This is an optimization exercise on Yosys and OpenROAD, whose aim is small area, a short achievable clock period and few clock cycles per item, not a production implementation. Where RTL was checked, it was by simulation tests only, not by an equivalence proof against the original.

==> inputs of job 7564 <==
==> flow/design.v <==
`timescale 1ns / 1ps
package bfdc_pkg;
  typedef enum logic [2:0] {
    FUNC_UPDATE = 3'd0,
    FUNC_PREDIM = 3'd1,
    FUNC_OFF    = 3'd2,
    FUNC_ON     = 3'd3,
    FUNC_RESET  = 3'd4
  } func_t;
  typedef enum logic [2:0] {
    CFG_BRIGHTNESS    = 3'd0,
    CFG_SLEEP_TIMEOUT = 3'd1,
    CFG_DIM_LEAD      = 3'd2,
    CFG_DIM_END_FRAC  = 3'd3,
    CFG_PREDIM_FRAC   = 3'd4,
    CFG_MIN_DIM_DUTY  = 3'd5
  } cfg_idx_t;
  typedef struct packed {
    logic load;
    logic prep;
    logic div_init;
    logic div_step;
    logic commit;
  } cmd_t;
  typedef struct packed {
    logic need_div;
    logic div_last;
  } status_t;
endpackage
`timescale 1ns / 1ps
module backlight_fade_dim_controller #(
  parameter int TIME_BITS = 32,
  parameter int DUTY_BITS = 8
) (
  input  logic                 clk,
  input  logic                 rst,
  input  logic                 cfg_valid,
  output logic                 cfg_ready,
  input  logic [2:0]           cfg_index,
  input  logic [TIME_BITS-1:0] cfg_data,
  input  logic                 in_valid,
  output logic                 in_ready,
  input  logic [2:0]           func,
  input  logic [TIME_BITS-1:0] now_ms,
  input  logic [TIME_BITS-1:0] last_activity_ms,
  input  logic                 in_dim_phase,
  output logic                 out_valid,
  input  logic                 out_ready,
  output logic [DUTY_BITS-1:0] duty,
  output logic                 duty_written,
  output logic                 pwm_running,
  output logic                 backlight_cut
);
  assign cfg_ready = 1'b1;
  logic [7:0]  cB, cFe, cFp, cM;
  logic [31:0] cT, cL;
  always_ff @(posedge clk) begin
    if (rst) begin
      cB  <= 8'd180;
      cT  <= 32'd30000;
      cL  <= 32'd5000;
      cFe <= 8'd31;
      cFp <= 8'd77;
      cM  <= 8'd4;
    end else if (cfg_valid) begin
      case (cfg_index)
        3'd0: cB  <= cfg_data[7:0];
        3'd1: cT  <= cfg_data;
        3'd2: cL  <= cfg_data;
        3'd3: cFe <= cfg_data[7:0];
        3'd4: cFp <= cfg_data[7:0];
        3'd5: cM  <= cfg_data[7:0];
        default: begin
        end
      endcase
    end
  end
  logic [7:0] dd;      
  logic [7:0] ec;      
  logic [7:0] plc;     
  logic       lbok;    
  logic [1:0] pc;      
  logic       tE2, tP2, tE3, tP3, tE4, tP4;
  logic sv;            
  logic adv;           
  logic acc;
  assign adv      = !sv;
  assign in_ready = !sv && !pc[1];
  assign acc      = in_valid && in_ready;
  logic [31:0] st_start;
  logic        st_started;
  logic        st_cut;
  logic m_tick, m_wrf, m_clrf, m_srcp, m_cut;
  always_comb begin
    m_tick = (func == 3'd0) && !st_cut;
    m_wrf  = (func == 3'd1) || ((func == 3'd3) && st_cut);
    m_clrf = ((func == 3'd2) && !st_cut) || (func == 3'd4);
    m_srcp = (func == 3'd1);
    m_cut  = (func == 3'd2) ? 1'b1 : (func == 3'd3) ? 1'b0 : st_cut;
  end
  always_ff @(posedge clk) begin
    if (rst) begin
      st_start   <= '0;
      st_started <= 1'b0;
      st_cut     <= 1'b0;
    end else if (acc) begin
      st_cut <= m_cut;
      if (m_tick && !st_started) begin
        st_start   <= now_ms;
        st_started <= 1'b1;
      end
      if (func == 3'd4) begin
        st_start   <= '0;
        st_started <= 1'b0;
      end
    end
  end
  logic        v1, tick1, dim1, wrf1, clrf1, srcp1, cut1;
  logic [31:0] now1, last1;
  always_ff @(posedge clk) begin
    if (rst) begin
      v1 <= 1'b0;
    end else if (adv) begin
      v1 <= acc;
    end
  end
  always_ff @(posedge clk) begin
    if (adv) begin
      tick1 <= m_tick;
      dim1  <= in_dim_phase;
      wrf1  <= m_wrf;
      clrf1 <= m_clrf;
      srcp1 <= m_srcp;
      cut1  <= m_cut;
      now1  <= now_ms;
      last1 <= last_activity_ms;
    end
  end
  logic [31:0] elapsed1, pos1;
  assign elapsed1 = now1 - st_start;
  assign pos1     = (now1 - last1) - (cT - cL);
  logic        v2, tick2, dim2, wrf2, clrf2, srcp2, cut2, ehz2;
  logic [7:0]  elo2;
  logic [31:0] pos2;
  always_ff @(posedge clk) begin
    if (rst) begin
      v2 <= 1'b0;
    end else if (adv) begin
      v2 <= v1;
    end
  end
  always_ff @(posedge clk) begin
    if (adv) begin
      tick2 <= tick1;
      dim2  <= dim1;
      wrf2  <= wrf1;
      clrf2 <= clrf1;
      srcp2 <= srcp1;
      cut2  <= cut1;
      elo2  <= elapsed1[7:0];
      ehz2  <= (elapsed1[31:8] == 24'd0);
      if (pc == 2'd3)      pos2 <= {24'd0, cFe};
      else if (pc == 2'd2) pos2 <= {24'd0, cFp};
      else                 pos2 <= pos1;
    end
  end
  logic       lt2, plt2, wt2, isdiv2, wr2, clr2;
  logic [7:0] lvq2;
  always_comb begin
    lt2    = ehz2 && (elo2 < cB);
    plt2   = pos2 < cL;
    wt2    = lt2 || dim2 || (cB != 8'hFF);
    isdiv2 = tick2 && !lt2 && dim2 && plt2 && lbok;
    wr2    = tick2 ? wt2 : wrf2;
    clr2   = tick2 ? !wt2 : clrf2;
    lvq2   = (tick2 && lt2) ? elo2 : (tick2 && dim2) ? ec : cB;
  end
  function automatic logic [79:0] csa(input logic [39:0] a, input logic [39:0] b,
                                      input logic [39:0] c);
    logic [39:0] s, k;
    s = a ^ b ^ c;
    k = (a & b) | (a & c) | (b & c);
    csa = {s, k[38:0], 1'b0};
  endfunction
  logic [7:0][39:0] pp;
  logic [5:0][39:0] l1;
  logic [3:0][39:0] l2;
  logic [2:0][39:0] l3;
  logic [39:0] ms2, mc2;
  always_comb begin
    for (int j = 0; j < 8; j++) begin
      pp[j] = dd[j] ? ({8'd0, pos2} << j) : 40'd0;
    end
    {l1[0], l1[1]} = csa(pp[0], pp[1], pp[2]);
    {l1[2], l1[3]} = csa(pp[3], pp[4], pp[5]);
    l1[4] = pp[6];
    l1[5] = pp[7];
    {l2[0], l2[1]} = csa(l1[0], l1[1], l1[2]);
    {l2[2], l2[3]} = csa(l1[3], l1[4], l1[5]);
    {l3[0], l3[1]} = csa(l2[0], l2[1], l2[2]);
    l3[2] = l2[3];
    {ms2, mc2} = csa(l3[0], l3[1], l3[2]);
  end
  logic [10:3][13:0] mt;
  logic [39:0] ms3, mc3;
  always_ff @(posedge clk) begin
    if (rst) begin
      mt[3][13] <= 1'b0;
    end else if (adv) begin
      mt[3][13] <= v2;
    end
  end
  always_ff @(posedge clk) begin
    if (adv) begin
      mt[3][12:0] <= {wr2, clr2, cut2, isdiv2, srcp2 && !tick2, lvq2};
      ms3         <= ms2;
      mc3         <= mc2;
    end
  end
  logic [39:0] x3;
  logic [40:0] ys3, yc3, y3;
  logic        q7;
  logic [38:0] r7n;
  always_comb begin
    x3  = ms3 + mc3;
    ys3 = {1'b0, ms3} ^ {1'b0, mc3} ^ ~{2'b0, cL, 7'd0};
    yc3 = ({1'b0, ms3} & {1'b0, mc3}) | (({1'b0, ms3} | {1'b0, mc3}) & ~{2'b0, cL, 7'd0});
    yc3 = {yc3[39:0], 1'b1};
    y3  = ys3 + yc3;
    q7  = !y3[40];
    r7n = q7 ? y3[38:0] : x3[38:0];
  end
  logic [7:1][38:0] rr;
  always_ff @(posedge clk) begin
    if (rst) begin
      mt[4][13] <= 1'b0;
    end else if (adv) begin
      mt[4][13] <= mt[3][13];
    end
  end
  always_ff @(posedge clk) begin
    if (adv) begin
      rr[7]       <= r7n;
      mt[4][12:0] <= {mt[3][12:8], mt[3][9] ? q7 : mt[3][7], mt[3][6:0]};
    end
  end
  for (genvar i = 1; i <= 6; i++) begin : g_step
    logic [33:0] d;
    logic        q;
    logic [38:0] rn;
    logic [13:0] mn;
    always_comb begin
      d  = {1'b0, rr[i+1][32+i:i]} - {2'b0, cL};
      q  = !d[33];
      rn = '0;
      rn[31+i:0] = rr[i+1][31+i:0];
      if (q) rn[31+i:i] = d[31:0];
      mn = mt[10-i];
      if (mt[10-i][9]) mn[i] = q;
    end
    always_ff @(posedge clk) begin
      if (rst) begin
        mt[11-i][13] <= 1'b0;
      end else if (adv) begin
        mt[11-i][13] <= mn[13];
      end
    end
    always_ff @(posedge clk) begin
      if (adv) begin
        rr[i]          <= rn;
        mt[11-i][12:0] <= mn[12:0];
      end
    end
  end
  logic        v10, wr10, clr10, cut10, isdiv10, srcp10;
  logic [7:0]  lvq10;
  assign {v10, wr10, clr10, cut10, isdiv10, srcp10, lvq10} = mt[10];
  logic        q0;
  logic [7:0]  a0, a1, c0, c1, level;
  logic [7:0]  r_duty;
  logic        r_pwm;
  logic        prod;
  always_comb begin
    q0     = rr[1][32:0] >= {1'b0, cL};
    a0     = cB - {lvq10[7:1], 1'b0};
    a1     = cB - {lvq10[7:1], 1'b1};
    c0     = (a0 < cM) ? cM : a0;
    c1     = (a1 < cM) ? cM : a1;
    level  = isdiv10 ? (q0 ? c1 : c0) : (srcp10 ? plc : lvq10);
    r_duty = wr10 ? level : duty;
    r_pwm  = wr10 || (!clr10 && pwm_running);
    prod   = v10 && adv;
  end
  logic [7:0] sd;
  logic       sw, sp, sc;
  logic       deliver;
  assign deliver = out_valid && out_ready;
  always_ff @(posedge clk) begin
    if (rst) begin
      out_valid     <= 1'b0;
      sv            <= 1'b0;
      duty          <= '0;
      duty_written  <= 1'b0;
      pwm_running   <= 1'b1;
      backlight_cut <= 1'b0;
    end else if (sv) begin
      if (deliver) begin
        sv            <= 1'b0;
        duty          <= sd;
        duty_written  <= sw;
        pwm_running   <= sp;
        backlight_cut <= sc;
      end
    end else if (prod) begin
      if (!out_valid || deliver) begin
        out_valid     <= 1'b1;
        duty          <= r_duty;
        duty_written  <= wr10;
        pwm_running   <= r_pwm;
        backlight_cut <= cut10;
      end else begin
        sv <= 1'b1;
        sd <= r_duty;
        sw <= wr10;
        sp <= r_pwm;
        sc <= cut10;
      end
    end else if (deliver) begin
      out_valid <= 1'b0;
    end
  end
  always_ff @(posedge clk) begin
    if (rst) begin
      pc   <= 2'd0;
      tE2  <= 1'b0;
      tP2  <= 1'b0;
      tE3  <= 1'b0;
      tP3  <= 1'b0;
      tE4  <= 1'b0;
      tP4  <= 1'b0;
      dd   <= 8'd159;
      ec   <= 8'd21;
      plc  <= 8'd54;
      lbok <= 1'b1;
    end else if (cfg_valid) begin
      pc  <= 2'd3;
      tE2 <= 1'b0;
      tP2 <= 1'b0;
      tE3 <= 1'b0;
      tP3 <= 1'b0;
      tE4 <= 1'b0;
      tP4 <= 1'b0;
    end else begin
      if (pc != 2'd0) pc <= pc - 2'd1;
      tE2 <= (pc == 2'd3);
      tP2 <= (pc == 2'd2);
      tE3 <= tE2;
      tP3 <= tP2;
      tE4 <= tE3;
      tP4 <= tP3;
      if (pc == 2'd3) dd <= cB;
      if (tE3) ec <= x3[15:8];
      if (tE4) begin
        dd   <= cB - ec;
        lbok <= (cL != 32'd0) && (cB > ec);
        ec   <= (ec < cM) ? cM : ec;
      end
      if (tP3) plc <= x3[15:8];
      if (tP4) plc <= (plc < cM) ? cM : plc;
    end
  end
endmodule
==> flow/run.sh <==
#!/bin/bash
# synth_recipe.tcl (not shown) runs the flow's synth.tcl, then flattens the netlist and writes it again
# the make line also repeats each setting of config.mk as NAME=value (left out here)
make -C /OpenROAD-flow-scripts/flow DESIGN_CONFIG=/design/flow/config.mk WORK_HOME=/design/flow/orfs CLKGATE_MAP_FILE= SYNTH_SCRIPT=/design/flow/synth_recipe.tcl finish
==> flow/config.mk <==
export PLATFORM = sky130hd
export DESIGN_NAME = backlight_fade_dim_controller
export DESIGN_NICKNAME = backlight_fade_dim_controller
export VERILOG_FILES = /design/flow/design.v
export SDC_FILE = /design/flow/constraint.sdc
export NUM_CORES = 4
export LEC_CHECK = 0
export CAP_MARGIN = 20
export CORE_MARGIN = 2
export CORE_UTILIZATION = 40
export SLEW_MARGIN = 20
==> flow/constraint.sdc <==
create_clock -name core_clock -period 9.0 [get_ports {clk}]
set_input_delay 1.8000 -clock core_clock [delete_from_list [all_inputs] [get_ports {clk}]]
set_output_delay 1.8000 -clock core_clock [all_outputs]
set_load 0.01 [all_outputs]
==> job 7917: changes against job 7564 <==
--- a/flow/design.v
+++ b/flow/design.v
@@ -30,2 +30,33 @@
 `timescale 1ns / 1ps
+module bfdc_add #(
+  parameter int N = 32
+) (
+  input  logic [N-1:0] a,
+  input  logic [N-1:0] b,
+  input  logic         ci,
+  output logic [N-1:0] s,
+  output logic         co
+);
+  localparam int LV = $clog2(N);
+  logic [LV:0][N-1:0] g, p;
+  logic [N-1:0]       x;
+  assign x    = a ^ b;
+  assign p[0] = x;
+  assign g[0] = (a & b) | {{(N-1){1'b0}}, x[0] & ci};
+  for (genvar l = 0; l < LV; l++) begin : g_lv
+    for (genvar i = 0; i < N; i++) begin : g_bit
+      if (((i >> l) & 1) == 1) begin : g_op
+        localparam int J = ((i >> l) << l) - 1;
+        assign g[l+1][i] = g[l][i] | (p[l][i] & g[l][J]);
+        assign p[l+1][i] = p[l][i] & p[l][J];
+      end else begin : g_pass
+        assign g[l+1][i] = g[l][i];
+        assign p[l+1][i] = p[l][i];
+      end
+    end
+  end
+  assign s  = x ^ {g[LV][N-2:0], ci};
+  assign co = g[LV][N-1];
+endmodule
+`timescale 1ns / 1ps
 module backlight_fade_dim_controller #(
@@ -139,4 +170,13 @@
   logic [31:0] elapsed1, pos1;
-  assign elapsed1 = now1 - st_start;
-  assign pos1     = (now1 - last1) - (cT - cL);
+  bfdc_add #(.N(32)) u_elapsed (
+    .a(now1), .b(~st_start), .ci(1'b1), .s(elapsed1), .co());
+  logic [31:0] ps1, pc1, ps_b, pc_b;
+  always_comb begin
+    ps1 = now1 ^ ~last1 ^ ~cT;
+    pc1 = {(now1[30:0] & ~last1[30:0]) | (now1[30:0] & ~cT[30:0]) | (~last1[30:0] & ~cT[30:0]),
+           1'b1};
+    ps_b = ps1 ^ pc1 ^ cL;
+    pc_b = {(ps1[30:0] & pc1[30:0]) | (ps1[30:0] & cL[30:0]) | (pc1[30:0] & cL[30:0]), 1'b1};
+  end
+  bfdc_add #(.N(32)) u_pos (.a(ps_b), .b(pc_b), .ci(1'b0), .s(pos1), .co());
   logic        v2, tick2, dim2, wrf2, clrf2, srcp2, cut2, ehz2;
@@ -161,5 +201,4 @@
       ehz2  <= (elapsed1[31:8] == 24'd0);
-      if (pc == 2'd3)      pos2 <= {24'd0, cFe};
-      else if (pc == 2'd2) pos2 <= {24'd0, cFp};
-      else                 pos2 <= pos1;
+      pos2[31:8] <= pos1[31:8] & {24{!pc[1]}};
+      pos2[7:0]  <= !pc[1] ? pos1[7:0] : pc[0] ? cFe : cFp;
     end
@@ -167,2 +206,5 @@
   logic       lt2, plt2, wt2, isdiv2, wr2, clr2;
+  logic       pos_ge_l;
+  logic [31:0] pos_m_l;
+  bfdc_add #(.N(32)) u_plt (.a(pos2), .b(~cL), .ci(1'b1), .s(pos_m_l), .co(pos_ge_l));
   logic [7:0] lvq2;
@@ -170,3 +212,3 @@
     lt2    = ehz2 && (elo2 < cB);
-    plt2   = pos2 < cL;
+    plt2   = !pos_ge_l;
     wt2    = lt2 || dim2 || (cB != 8'hFF);
@@ -184,20 +226,30 @@
   endfunction
-  logic [7:0][39:0] pp;
-  logic [5:0][39:0] l1;
-  logic [3:0][39:0] l2;
-  logic [2:0][39:0] l3;
-  logic [39:0] ms2, mc2;
+  logic [3:0]       bneg, bone, btwo;
+  logic [5:0][39:0] br;
+  logic [3:0][39:0] l1;
+  logic [2:0][39:0] l2;
+  logic [39:0]      ms2, mc2;
   always_comb begin
-    for (int j = 0; j < 8; j++) begin
-      pp[j] = dd[j] ? ({8'd0, pos2} << j) : 40'd0;
-    end
-    {l1[0], l1[1]} = csa(pp[0], pp[1], pp[2]);
-    {l1[2], l1[3]} = csa(pp[3], pp[4], pp[5]);
-    l1[4] = pp[6];
-    l1[5] = pp[7];
+    for (int k = 0; k < 4; k++) begin
+      logic       b2, b1, b0;
+      logic [32:0] mag;
+      logic [33:0] pat;
+      b2 = dd[2*k+1];
+      b1 = dd[2*k];
+      b0 = (k == 0) ? 1'b0 : dd[2*k-1];
+      bneg[k] = b2 && !(b1 && b0);
+      bone[k] = b1 ^ b0;
+      btwo[k] = (b2 && !b1 && !b0) || (!b2 && b1 && b0);
+      mag = bone[k] ? {1'b0, pos2} : btwo[k] ? {pos2, 1'b0} : 33'd0;
+      pat = bneg[k] ? ~{1'b0, mag} : {1'b0, mag};
+      br[k] = {6'd0, ~pat[33], pat[32:0]} << (2 * k);
+    end
+    br[4] = dd[7] ? {pos2, 8'd0} : 40'd0;
+    br[5] = {1'b0, 1'b1, 1'b0, 1'b1, 1'b0, 1'b1, 1'b1, 26'd0, bneg[3], 1'b0, bneg[2], 1'b0,
+             bneg[1], 1'b0, bneg[0]};
+    {l1[0], l1[1]} = csa(br[0], br[1], br[2]);
+    {l1[2], l1[3]} = csa(br[3], br[4], br[5]);
     {l2[0], l2[1]} = csa(l1[0], l1[1], l1[2]);
-    {l2[2], l2[3]} = csa(l1[3], l1[4], l1[5]);
-    {l3[0], l3[1]} = csa(l2[0], l2[1], l2[2]);
-    l3[2] = l2[3];
-    {ms2, mc2} = csa(l3[0], l3[1], l3[2]);
+    l2[2] = l1[3];
+    {ms2, mc2} = csa(l2[0], l2[1], l2[2]);
   end
@@ -219,16 +271,11 @@
   end
-  logic [39:0] x3;
-  logic [40:0] ys3, yc3, y3;
-  logic        q7;
-  logic [38:0] r7n;
+  logic [39:0] lsh3, ys3, yc3, y3;
+  bfdc_add #(.N(40)) u_y3 (.a(ys3), .b(yc3), .ci(1'b0), .s(y3), .co());
   always_comb begin
-    x3  = ms3 + mc3;
-    ys3 = {1'b0, ms3} ^ {1'b0, mc3} ^ ~{2'b0, cL, 7'd0};
-    yc3 = ({1'b0, ms3} & {1'b0, mc3}) | (({1'b0, ms3} | {1'b0, mc3}) & ~{2'b0, cL, 7'd0});
-    yc3 = {yc3[39:0], 1'b1};
-    y3  = ys3 + yc3;
-    q7  = !y3[40];
-    r7n = q7 ? y3[38:0] : x3[38:0];
+    lsh3 = {1'b0, cL, 7'd0};
+    ys3  = ms3 ^ mc3 ^ ~lsh3;
+    yc3  = (ms3 & mc3) | ((ms3 | mc3) & ~lsh3);
+    yc3  = {yc3[38:0], 1'b1};
   end
-  logic [7:1][38:0] rr;
+  logic [7:1][39:0] rr;
   always_ff @(posedge clk) begin
@@ -242,4 +289,4 @@
     if (adv) begin
-      rr[7]       <= r7n;
-      mt[4][12:0] <= {mt[3][12:8], mt[3][9] ? q7 : mt[3][7], mt[3][6:0]};
+      rr[7]       <= y3;
+      mt[4][12:0] <= {mt[3][12:8], mt[3][9] ? !y3[39] : mt[3][7], mt[3][6:0]};
     end
@@ -247,12 +294,16 @@
   for (genvar i = 1; i <= 6; i++) begin : g_step
+    logic        sg;
+    logic [33:0] u, lx;
     logic [33:0] d;
     logic        q;
-    logic [38:0] rn;
+    logic [39:0] rn;
     logic [13:0] mn;
+    bfdc_add #(.N(34)) u_step (.a(u), .b(lx), .ci(!sg), .s(d), .co());
     always_comb begin
-      d  = {1'b0, rr[i+1][32+i:i]} - {2'b0, cL};
-      q  = !d[33];
+      sg = rr[i+1][33+i];
+      u  = rr[i+1][33+i:i];
+      lx = sg ? {2'b0, cL} : ~{2'b0, cL};
+      q  = !d[32];
       rn = '0;
-      rn[31+i:0] = rr[i+1][31+i:0];
-      if (q) rn[31+i:i] = d[31:0];
+      rn[32+i:0] = {d[32:0], rr[i+1][i-1:0]};
       mn = mt[10-i];
@@ -278,2 +329,5 @@
   logic        q0;
+  logic [33:0] d0;
+  bfdc_add #(.N(34)) u_last (
+    .a(rr[1][33:0]), .b(rr[1][33] ? {2'b0, cL} : ~{2'b0, cL}), .ci(!rr[1][33]), .s(d0), .co());
   logic [7:0]  a0, a1, c0, c1, level;
@@ -283,3 +337,3 @@
   always_comb begin
-    q0     = rr[1][32:0] >= {1'b0, cL};
+    q0     = !d0[32];
     a0     = cB - {lvq10[7:1], 1'b0};
@@ -331,2 +385,10 @@
   end
+  logic [15:0] xr;
+  logic [7:0]  xe, xec, xpc;
+  always_comb begin
+    xr  = rr[7][15:0] + {cL[8:0], 7'd0};
+    xe  = xr[15:8];
+    xec = (xe < cM) ? cM : xe;
+    xpc = xec;
+  end
   always_ff @(posedge clk) begin
@@ -361,10 +423,8 @@
       if (pc == 2'd3) dd <= cB;
-      if (tE3) ec <= x3[15:8];
       if (tE4) begin
-        dd   <= cB - ec;
-        lbok <= (cL != 32'd0) && (cB > ec);
-        ec   <= (ec < cM) ? cM : ec;
+        dd   <= cB - xe;
+        lbok <= (cL != 32'd0) && (cB > xe);
+        ec   <= xec;
       end
-      if (tP3) plc <= x3[15:8];
-      if (tP4) plc <= (plc < cM) ? cM : plc;
+      if (tP4) plc <= xpc;
     end
==> flow/flow/run.sh (new file) <==
#!/bin/bash
# Standard layout, with plain buf_1 cells (instead of the default pick) as the port buffers.
set -euo pipefail
sed "s/\"\${@:-finish}\"/'BUFFER_PORTS_ARGS=-buffer_cell sky130_fd_sc_hd__buf_1' \"\${@:-finish}\"/" standard.sh > standard_ports.sh
grep -q "BUFFER_PORTS_ARGS" standard_ports.sh
bash standard_ports.sh finish > flow_make.log 2>&1
==> flow/standard.sh (new file) <==
#!/bin/bash
# synth_recipe.tcl (not shown) runs the flow's synth.tcl, then flattens the netlist and writes it again
# the make line also repeats each setting of config.mk as NAME=value (left out here)
make -C /OpenROAD-flow-scripts/flow DESIGN_CONFIG=/design/flow/config.mk WORK_HOME=/design/flow/orfs CLKGATE_MAP_FILE= SYNTH_SCRIPT=/design/flow/synth_recipe.tcl "${@:-finish}"
CORE_UTILIZATION = 70   (was 40)
CTS_BUF_LIST = sky130_fd_sc_hd__clkbuf_8   (was not set)
SETUP_SLACK_MARGIN = 5   (was not set)
removed: flow/run.sh
==> qor.csv <==
metric,value,unit
final_cell_count_no_fill,7582,
routed-wl-met2,64900,um
cts_setup_buffers,0,
rr_startpoint,cL[2],
holdWs,0.4127,ns
final_nets,6604,
netlist_instances,5609,
gp_congestion,0.9355,
status,finished clean,
synthSimpleGateAreaFrac,0.1318,
largestRegisters,"rr (252), mt (112), ms3 (39)",
synth_fa_ha_area_frac,0.2143,
via_per_inst,5.339,
That was job 7564.
==> qor.csv <==
metric,value,unit
netlist_instances,4697,
routed-wl-met2,58290,um
holdWs,0.3822,ns
final_nets,5640,
synthSimpleGateAreaFrac,0.09430,
rr_startpoint,now1[0],
synth_fa_ha_area_frac,0.2061,
largestRegisters,"rr (259), mt (112), ms3 (40)",
via_per_inst,5.993,
status,finished clean,
cts_setup_buffers,18,
That was job 7917.
Testbench counts of job 7564, summed over its fixed seeds: cycles 13,575, items 13,015.
For job 7917, only the layout was checked, not whether the RTL still works.

separate check: timing with driven ports:
No port has a modelled driver above. Below, the same layouts with a new extraction and two added sets of constraints.
Step 1: set_driving_cell puts a clkbuf_16 on clk and a buf_2 on each other input, an assumption about the parent block.
Step 2 adds t to the input delays and takes it off the output delays; t is the mean of the earliest and latest rising clock arrival at the registers after step 1. Input paths then give back, and output paths get back, about the clock's delay inside the block.
a / b / c = no drivers / after step 1 / after step 2; a / b = the first two.
run | t, ns | setup WS [ns] | clock arrival spread, ns | worst register clock-pin slew, ns | cell pins on the clock port's net
job 7564 | 0.774 | 3.582 / 3.582 / 3.582 | 0.054 / 0.055 | 0.07 / 0.07 | 1
job 7917 | 0.853 | 5.014 / 5.014 / 4.960 | 0.049 / 0.049 | 0.07 / 0.07 | 1
After both steps setup and hold are still met in every run listed. For job 7917, which loses most, drivers alone change the setup slack by 0.000 ns; drivers and shift together by -0.054 ns.
